Background: an optimization exercise with open tools, aiming at small area, a short achievable clock period and few clock cycles per item. Do not read the settings as production practice.
Function was checked by simulation only, so behaviour that the tests miss may differ from the original.
Power is estimated from default activity; no workload was simulated.

==> design/flow/design.v <==
`timescale 1ns/1ps
module phase_sequencer (
    input  logic                  clk,
    input  logic                  rst,
    input  logic                  in_valid,
    output logic [3-1:0]   phase,
    output logic [5-1:0] step,
    output logic                  busy,
    output logic                  done
);
    localparam logic [5-1:0] LAST_BEAT = 5'(4 * 4 - 1);
    localparam logic [5-1:0] LAST_CAL  = 5'(12 - 1);
    localparam logic [5-1:0] ONE       = 5'(1);
    logic [3-1:0]   phase_nxt;
    logic [5-1:0] step_nxt;
    logic                  start;
    assign start = in_valid && (phase == 3'd0);
    always_comb begin
        phase_nxt = phase;
        step_nxt  = step;
        case (phase)
            3'd0: begin
                if (in_valid) begin
                    phase_nxt = 3'd1;
                    step_nxt  = ONE;  
                end
            end
            3'd1: begin
                if (in_valid) begin
                    if (step == LAST_BEAT) begin
                        phase_nxt = 3'd2;
                        step_nxt  = '0;
                    end else begin
                        step_nxt = step + ONE;
                    end
                end
            end
            3'd2: begin
                if (in_valid) begin
                    if (step == LAST_BEAT) begin
                        phase_nxt = 3'd3;
                        step_nxt  = '0;
                    end else begin
                        step_nxt = step + ONE;
                    end
                end
            end
            3'd3: begin
                if (step == LAST_CAL) begin
                    phase_nxt = 3'd4;
                    step_nxt  = '0;
                end else begin
                    step_nxt = step + ONE;  
                end
            end
            3'd4: begin
                if (step == LAST_BEAT) begin
                    phase_nxt = 3'd0;
                    step_nxt  = '0;
                end else begin
                    step_nxt = step + ONE;
                end
            end
            default: begin
                phase_nxt = 3'd0;
                step_nxt  = '0;
            end
        endcase
    end
    always_ff @(posedge clk or negedge rst) begin
        if (!rst) begin
            phase <= 3'd0;
            step  <= '0;
            busy  <= 1'b0;
            done  <= 1'b0;
        end else begin
            phase <= phase_nxt;
            step  <= step_nxt;
            done  <= (phase == 3'd4) && (step == LAST_BEAT);  
            if (start) begin
                busy <= 1'b1;
            end else if (done) begin
                busy <= 1'b0;
            end
        end
    end
endmodule
`timescale 1ns/1ps
module operand_loader (
    input  logic                           clk,
    input  logic                           rst,
    input  logic                           in_valid,
    input  logic [8-1:0]          in_data,
    input  logic [3-1:0]            phase,
    input  logic [5-1:0]          step,
    output logic [4*8-1:0]  a_edge,  
    output logic [4*8-1:0]  b_edge,  
    output logic                           mac_en,
    output logic                           clear
);
    localparam int ADDR_W = $clog2(4 * 4);
    logic [8-1:0] a_buf [4 * 4];  
    logic [8-1:0] b_buf [4 * 4];  
    logic [4*8-1:0] a_nxt;
    logic [4*8-1:0] b_nxt;
    logic take_a;
    logic take_b;
    assign take_a = in_valid && (phase == 3'd0 || phase == 3'd1);
    assign take_b = in_valid && (phase == 3'd2);
    always_ff @(posedge clk) begin
        if (take_a) begin
            a_buf[step[ADDR_W-1:0]] <= in_data;
        end
        if (take_b) begin
            b_buf[step[ADDR_W-1:0]] <= in_data;
        end
    end
    always_comb begin
        a_nxt = '0;
        b_nxt = '0;
        for (int i = 0; i < 4; i++) begin
            for (int k = 0; k < 4; k++) begin
                if (phase == 3'd3 && int'(step) == i + k) begin
                    a_nxt[i*8 +: 8] = a_buf[i * 4 + k];
                    b_nxt[i*8 +: 8] = b_buf[k * 4 + i];
                end
            end
        end
    end
    always_ff @(posedge clk or negedge rst) begin
        if (!rst) begin
            a_edge <= '0;
            b_edge <= '0;
            mac_en <= 1'b0;
            clear  <= 1'b0;
        end else begin
            a_edge <= a_nxt;
            b_edge <= b_nxt;
            mac_en <= (phase == 3'd3);
            clear  <= (phase == 3'd1);  
        end
    end
endmodule
`timescale 1ns/1ps
module mac_cell (
    input  logic                         clk,
    input  logic                         rst,
    input  logic signed [8-1:0] a_in,
    input  logic signed [8-1:0] b_in,
    input  logic                         mac_en,
    input  logic                         clear,
    output logic signed [8-1:0] a_out,
    output logic signed [8-1:0] b_out,
    output logic signed [20-1:0]  acc
);
    logic signed [2*8-1:0] prod;
    logic signed [20-1:0]    prod_ext;
    assign prod     = a_in * b_in;  
    assign prod_ext = {{(20 - 2*8){prod[2*8-1]}}, prod};
    always_ff @(posedge clk or negedge rst) begin
        if (!rst) begin
            a_out <= '0;
            b_out <= '0;
            acc   <= '0;
        end else if (clear) begin
            a_out <= '0;
            b_out <= '0;
            acc   <= '0;
        end else begin
            a_out <= a_in;  
            b_out <= b_in;  
            if (mac_en) begin
                acc <= acc + prod_ext;
            end
        end
    end
endmodule
`timescale 1ns/1ps
module pe_array (
    input  logic                                 clk,
    input  logic                                 rst,
    input  logic [4*8-1:0]        a_edge,
    input  logic [4*8-1:0]        b_edge,
    input  logic                                 mac_en,
    input  logic                                 clear,
    output logic [4*4*20-1:0] acc_grid  
);
    wire [8-1:0] a_mesh [4][4 + 1];
    wire [8-1:0] b_mesh [4 + 1][4];
    genvar gi;
    genvar gj;
    generate
        for (gi = 0; gi < 4; gi++) begin : g_edge
            assign a_mesh[gi][0] = a_edge[gi*8 +: 8];  
            assign b_mesh[0][gi] = b_edge[gi*8 +: 8];  
        end
    endgenerate
    generate
        for (gi = 0; gi < 4; gi++) begin : g_row
            for (gj = 0; gj < 4; gj++) begin : g_col
                mac_cell mac_cell_inst (
                    .clk    (clk),
                    .rst    (rst),
                    .a_in   (a_mesh[gi][gj]),
                    .b_in   (b_mesh[gi][gj]),
                    .mac_en (mac_en),
                    .clear  (clear),
                    .a_out  (a_mesh[gi][gj + 1]),
                    .b_out  (b_mesh[gi + 1][gj]),
                    .acc    (acc_grid[(gi*4 + gj)*20 +: 20])
                );
            end
        end
    endgenerate
endmodule
`timescale 1ns/1ps
module result_drain (
    input  logic                                 clk,
    input  logic                                 rst,
    input  logic [3-1:0]                  phase,
    input  logic [5-1:0]                step,
    input  logic [4*4*20-1:0] acc_grid,
    output logic                                 out_valid,
    output logic [8-1:0]                out_data
);
    localparam int IDX_W = $clog2(4 * 4);
    logic signed [20-1:0] picked;
    logic signed [20-1:0] scaled;
    logic                        draining;
    assign draining = (phase == 3'd4);
    assign picked = acc_grid[step[IDX_W-1:0]*20 +: 20];  
    assign scaled = picked >>> 4;                            
    always_ff @(posedge clk or negedge rst) begin
        if (!rst) begin
            out_valid <= 1'b0;
        end else begin
            out_valid <= draining;
        end
    end
    always_ff @(posedge clk) begin
        if (draining) begin
            out_data <= scaled[8-1:0];
        end
    end
endmodule
`timescale 1ns/1ps
module systolic_mm_top (
    input  logic                  clk,
    input  logic                  rst,
    input  logic                  in_valid,
    input  logic [8-1:0] in_data,
    output logic                  out_valid,
    output logic [8-1:0] out_data,
    output logic                  busy,
    output logic                  done
);
    logic [3-1:0]                  phase;
    logic [5-1:0]                step;
    logic [4*4*20-1:0] acc_grid;
    logic [4*8-1:0]        a_edge;
    logic [4*8-1:0]        b_edge;
    logic                                 mac_en;
    logic                                 clear;
    phase_sequencer phase_sequencer_inst (
        .clk      (clk),
        .rst      (rst),
        .in_valid (in_valid),
        .phase    (phase),
        .step     (step),
        .busy     (busy),
        .done     (done)
    );
    operand_loader operand_loader_inst (
        .clk      (clk),
        .rst      (rst),
        .in_valid (in_valid),
        .in_data  (in_data),
        .phase    (phase),
        .step     (step),
        .a_edge   (a_edge),
        .b_edge   (b_edge),
        .mac_en   (mac_en),
        .clear    (clear)
    );
    pe_array pe_array_inst (
        .clk      (clk),
        .rst      (rst),
        .a_edge   (a_edge),
        .b_edge   (b_edge),
        .mac_en   (mac_en),
        .clear    (clear),
        .acc_grid (acc_grid)
    );
    result_drain result_drain_inst (
        .clk       (clk),
        .rst       (rst),
        .phase     (phase),
        .step      (step),
        .acc_grid  (acc_grid),
        .out_valid (out_valid),
        .out_data  (out_data)
    );
endmodule
==> design/flow/run.sh <==
#!/bin/bash
# synth_recipe.tcl (not shown) runs the flow's synth.tcl, then flattens the netlist and writes it again
# the make line also repeats each setting of config.mk as NAME=value (left out here)
make -C /OpenROAD-flow-scripts/flow DESIGN_CONFIG=/design/flow/config.mk WORK_HOME=/design/flow/orfs CLKGATE_MAP_FILE= SYNTH_SCRIPT=/design/flow/synth_recipe.tcl finish
==> design/flow/config.mk <==
export PLATFORM = sky130hd
export DESIGN_NAME = systolic_mm_top
export DESIGN_NICKNAME = systolic_mm_top
export VERILOG_FILES = /design/flow/design.v
export SDC_FILE = /design/flow/constraint.sdc
export NUM_CORES = 4
export LEC_CHECK = 0
export CAP_MARGIN = 20
export CORE_MARGIN = 2
export CORE_UTILIZATION = 40
export SLEW_MARGIN = 20
==> design/flow/constraint.sdc <==
create_clock -name core_clock -period 6.0 [get_ports {clk}]
set_input_delay 1.2000 -clock core_clock [delete_from_list [all_inputs] [get_ports {clk}]]
set_output_delay 1.2000 -clock core_clock [all_outputs]
set_load 0.01 [all_outputs]
==> run notes <==
worst reg2reg max path: cells and delay by family, from the launching register on:
kind                     cells  cell delay, ns
buffers and inverters        2            0.14
AND/OR/NAND/NOR              2            0.40
XOR/XNOR                     1            0.42
AO/OA/AOI/OAI                3            0.55
multiplexers                 1            0.14
adder cells (fa/ha/maj)      6            2.66
flip-flops                   1            0.55
flip-flops by register name, summed over array words and instances, names as in the netlist:
signal                                         count
result_drain_inst.out_data                         8
pe_array_inst.g_row.g_col.mac_cell_inst.b_out     96
phase_sequencer_inst.phase                         3
operand_loader_inst.clear                          1
result_drain_inst.out_valid                        1
pe_array_inst.g_row.g_col.mac_cell_inst.a_out     96
operand_loader_inst.mac_en                         1
pe_array_inst.g_row.g_col.mac_cell_inst.acc      192
phase_sequencer_inst.step                          5
phase_sequencer_inst.busy                          1
operand_loader_inst.a_edge                        32
operand_loader_inst.b_buf                        128
operand_loader_inst.a_buf                        128
phase_sequencer_inst.done                          1
operand_loader_inst.b_edge                        32
layout by cell type, fill, tap and decap left out, types with 40 or more instances in the layout:
master / n
xnor2_1: 199
inv_1: 806
nor2_1: 284
dfrtp_1: 457
ha_1: 454
edfxtp_1: 264
mux4_2: 40
a21oi_1: 133
o211ai_1: 49
mux2i_1: 161
clkbuf_16: 87
nand2b_1: 44
nand2_1: 419
nor2b_1: 249
o21a_1: 56
and2_1: 516
fa_1: 752
o21ai_1: 41
cell type report:
cell class	instances	area [um2]
fillers	14000	84300
multi-input cells	3695	37300
flip-flops and latches	725	19500
inverters	811	3040
well taps	2016	2520
clock buffers	106	2300
clock inverters	52	669
repair buffers	51	515
per-stage QoR:
step           utilization  worst slack (ns)
2_1_floorplan            -              1.28
3_3_place_gp         0.419              1.04
3_5_place_dp         0.419             0.975
4_1_cts              0.439             0.940
5_1_grt              0.439             0.676
6_report             0.439             0.954
metal layers:
| layer | wire length (um) | global-route usage | vias up |
|---|---|---|---|
| met4 | 2980 | 0.0431 | 2 |
| met1 | 65700 | 0.277 | 19400 |
| met5 | 13 | 0 | - |
| li1 | - | - | 17100 |
| met2 | 68700 | 0.319 | 735 |
| met3 | 6730 | 0.0287 | 183 |
report_power, final:
part | internal (mW) | leakage, nW | switching (mW)
Clock | 3.13 | 1.41 | 2.33
Combinational | 3.09 | 22.1 | 3.82
Sequential | 5.88 | 8.67 | 1.67
final timing paths:
| path | cells after the start | slack, ns | to |
|---|---|---|---|
| max in group asynchronous | 2 | 4.22 | async pin |
| worst max-delay path | 15 | 0.95 | flop |
| worst min register to register | 1 | 0.47 | operand_loader_inst.a_edge[24]$_DFF_PN0_ |
| min in group asynchronous | 1 | 0.48 | async pin |
| worst max register to register | 15 | 0.95 | flop |
| worst min-delay path | 1 | 0.47 | operand_loader_inst.a_edge[24]$_DFF_PN0_ |
logic make-up after synthesis:
group           synth area share
xor+xnor                  0.0484
simple gates               0.136
flops                      0.321
compound gates            0.0481
fa+ha+maj                  0.342
buf+inv                   0.0622
mux                       0.0417
==> run notes <==
total power per unit cell area between 300 and 400 nW/um2; number of max-slew violations in the final report 0; crit path max fanout 9; antenna violations before repair 12; final net count 6,587; Antenna Violating Nets Remaining 0; CTS max path bufs 3; number of buffers added by the clock tree synthesis step 86; die width 393 um; Clock Skews slightly below 0.06 ns; std cell rows 142; final count of hold timing violations 0; Worst Min Path Start operand_loader_inst.a_buf[15][0]$_DFFE_PP_; wire length of the first global-routing pass 235 mm; setup fix buffers added after clock tree synthesis 0; Peak VDD IR about 0.00035 V; Synth Cell Area about 60,000 um2; maximum number of pins on one net before global-route repair 182; measured slew at the worst slew-check pin roughly 1 ns; core area 150,000 um2; hold buffer count at CTS 0; relative slew slack 0.340; count of warnings emitted by yosys 5; diodes inserted 0; count of clock tree sinks 725; top-area cell type share of the netlist area 0.249; post-synth net total 6,627; top area cells in the synthesized netlist fa_1 25%, dfrtp_1 19%, edfxtp_1 13%, ha_1 9.4%, and2_1 5.3%; area enclosed by the die boundary ~150,000 um2; number of buffer cells added on primary ports 21; vias in the first global route just over 40k; Post-synth top cells 806 x inv_1, 752 x fa_1, 517 x and2_1; total congestion overflow after global routing 0; dpl hpwl between 100 and 150 mm; Cells after Synth roughly 5.4k; Buf+Inv Stages, Crit Path 2; number of synthesized register bits between 700 and 800; Worst Path Class, Setup flop to flop; origin of the worst setup path operand_loader_inst.b_edge[0]$_DFF_PN0_; cell family with most CP delay adder cells; Pre-antenna DRT Iters 5; clock slew at reported path FFs approximately 0.060 ns; GPL Wtd Cong 0.859; sort of element at the start of the critical path flop; clock root buffer clkbuf_16; vias per inst 5.02; initial drt markers 2,143; Worst setup EP type flop; remaining design rule violation count 0; area growth from synthesis to layout 8.76%; most repeated cell in the gate-level netlist after synthesis inv_1; Peak Freq slightly below 0.2 GHz; fraction of synthesis flops using an asynchronous set or reset pin 0.636; post-layout instance area 65,900 um2; number of max-cap violations 0; slowest CP cell fa_1; CP cell instances and2_1, inv_1, fa_1, inv_1, fa_1, fa_1, fa_1, fa_1, ha_1, o21a_1, o21a_1, o21ai_0, xnor3_1, mux2i_1, nor2_1; most used cell along the critical path fa_1; mean routed wirelength per cell 19.3 um; required time reported for the critical path endpoint between 6 and 7 ns; ratio of cells with drive above 1 in the final layout 0.0438; Finished Layout Cells approximately 7.5k; sum of negative setup slack 0 ns; minimum period implied by the final worst setup slack 5.05 ns; RSZ-0062 raised after global routing no; Placed Instances 7,298; die extent in y 393 um; period utilization 0.841; TritonCTS clock tree yes; number of resized instances in the post-cts repair step 0; CP Data Arrival Time between 5 and 6 ns; worst r2r src operand_loader_inst.b_edge[0]$_DFF_PN0_; LEAKAGE roughly 32 nW; status no timing/DRC/antenna violations; clock network latency to the later pin of the worst-skew pair roughly 0.72 ns; I/O pin count 22; prevailing post-synth register cell dfrtp_1; synth unique cells slightly above 50; initial core utilization 0.403; sequential element share of the synthesized area 0.321; WHS 0.472 ns; number of H-tree levels 3; worst min-delay path category flop to flop; post-synthesis area per instance between 10 and 15 um2; total cell area at the placement stage 62,900 um2; via count 37.4k; delay of the slowest critical-path stage roughly 0.57 ns; aggregate global-route resource usage 0.196; number of enable-type register cells in the synthesized netlist roughly 260; final setup violating endpoints 0; overall routed net length 144 mm; area leader, netlist fa_1; power after layout approximately 20 mW
Testbench counts, summed over its fixed seeds: cycles 11,528, jobs 192.

re-timing with driven ports:
In the flow no input, the clock included, has a driving cell. The finished layout below was timed again as built, in two steps. Step 1: set_driving_cell puts a clkbuf_16 on clk and a buf_2 on each other input, an assumption about the parent block. Step 2 adds t to the input delays and takes it off the output delays; t is the mean of the earliest and latest rising clock arrival at the registers after step 1. Input paths then give back, and output paths get back, about the clock's delay inside the block. Three values: no drivers, after step 1, after step 2; two values: the first two.
shift t [ns]: 0.771
setup WS [ns]: 0.954 / 0.954 / 0.954
worst hold slack (ns): 0.472 / 0.472 / 0.472
worst data-port slew with drivers (ns): 0.08
pins driven straight from the clock port: 1
After both steps setup and hold are still met in this run. For this run, drivers alone change the setup slack by 0.000 ns; drivers and shift together by 0.000 ns.
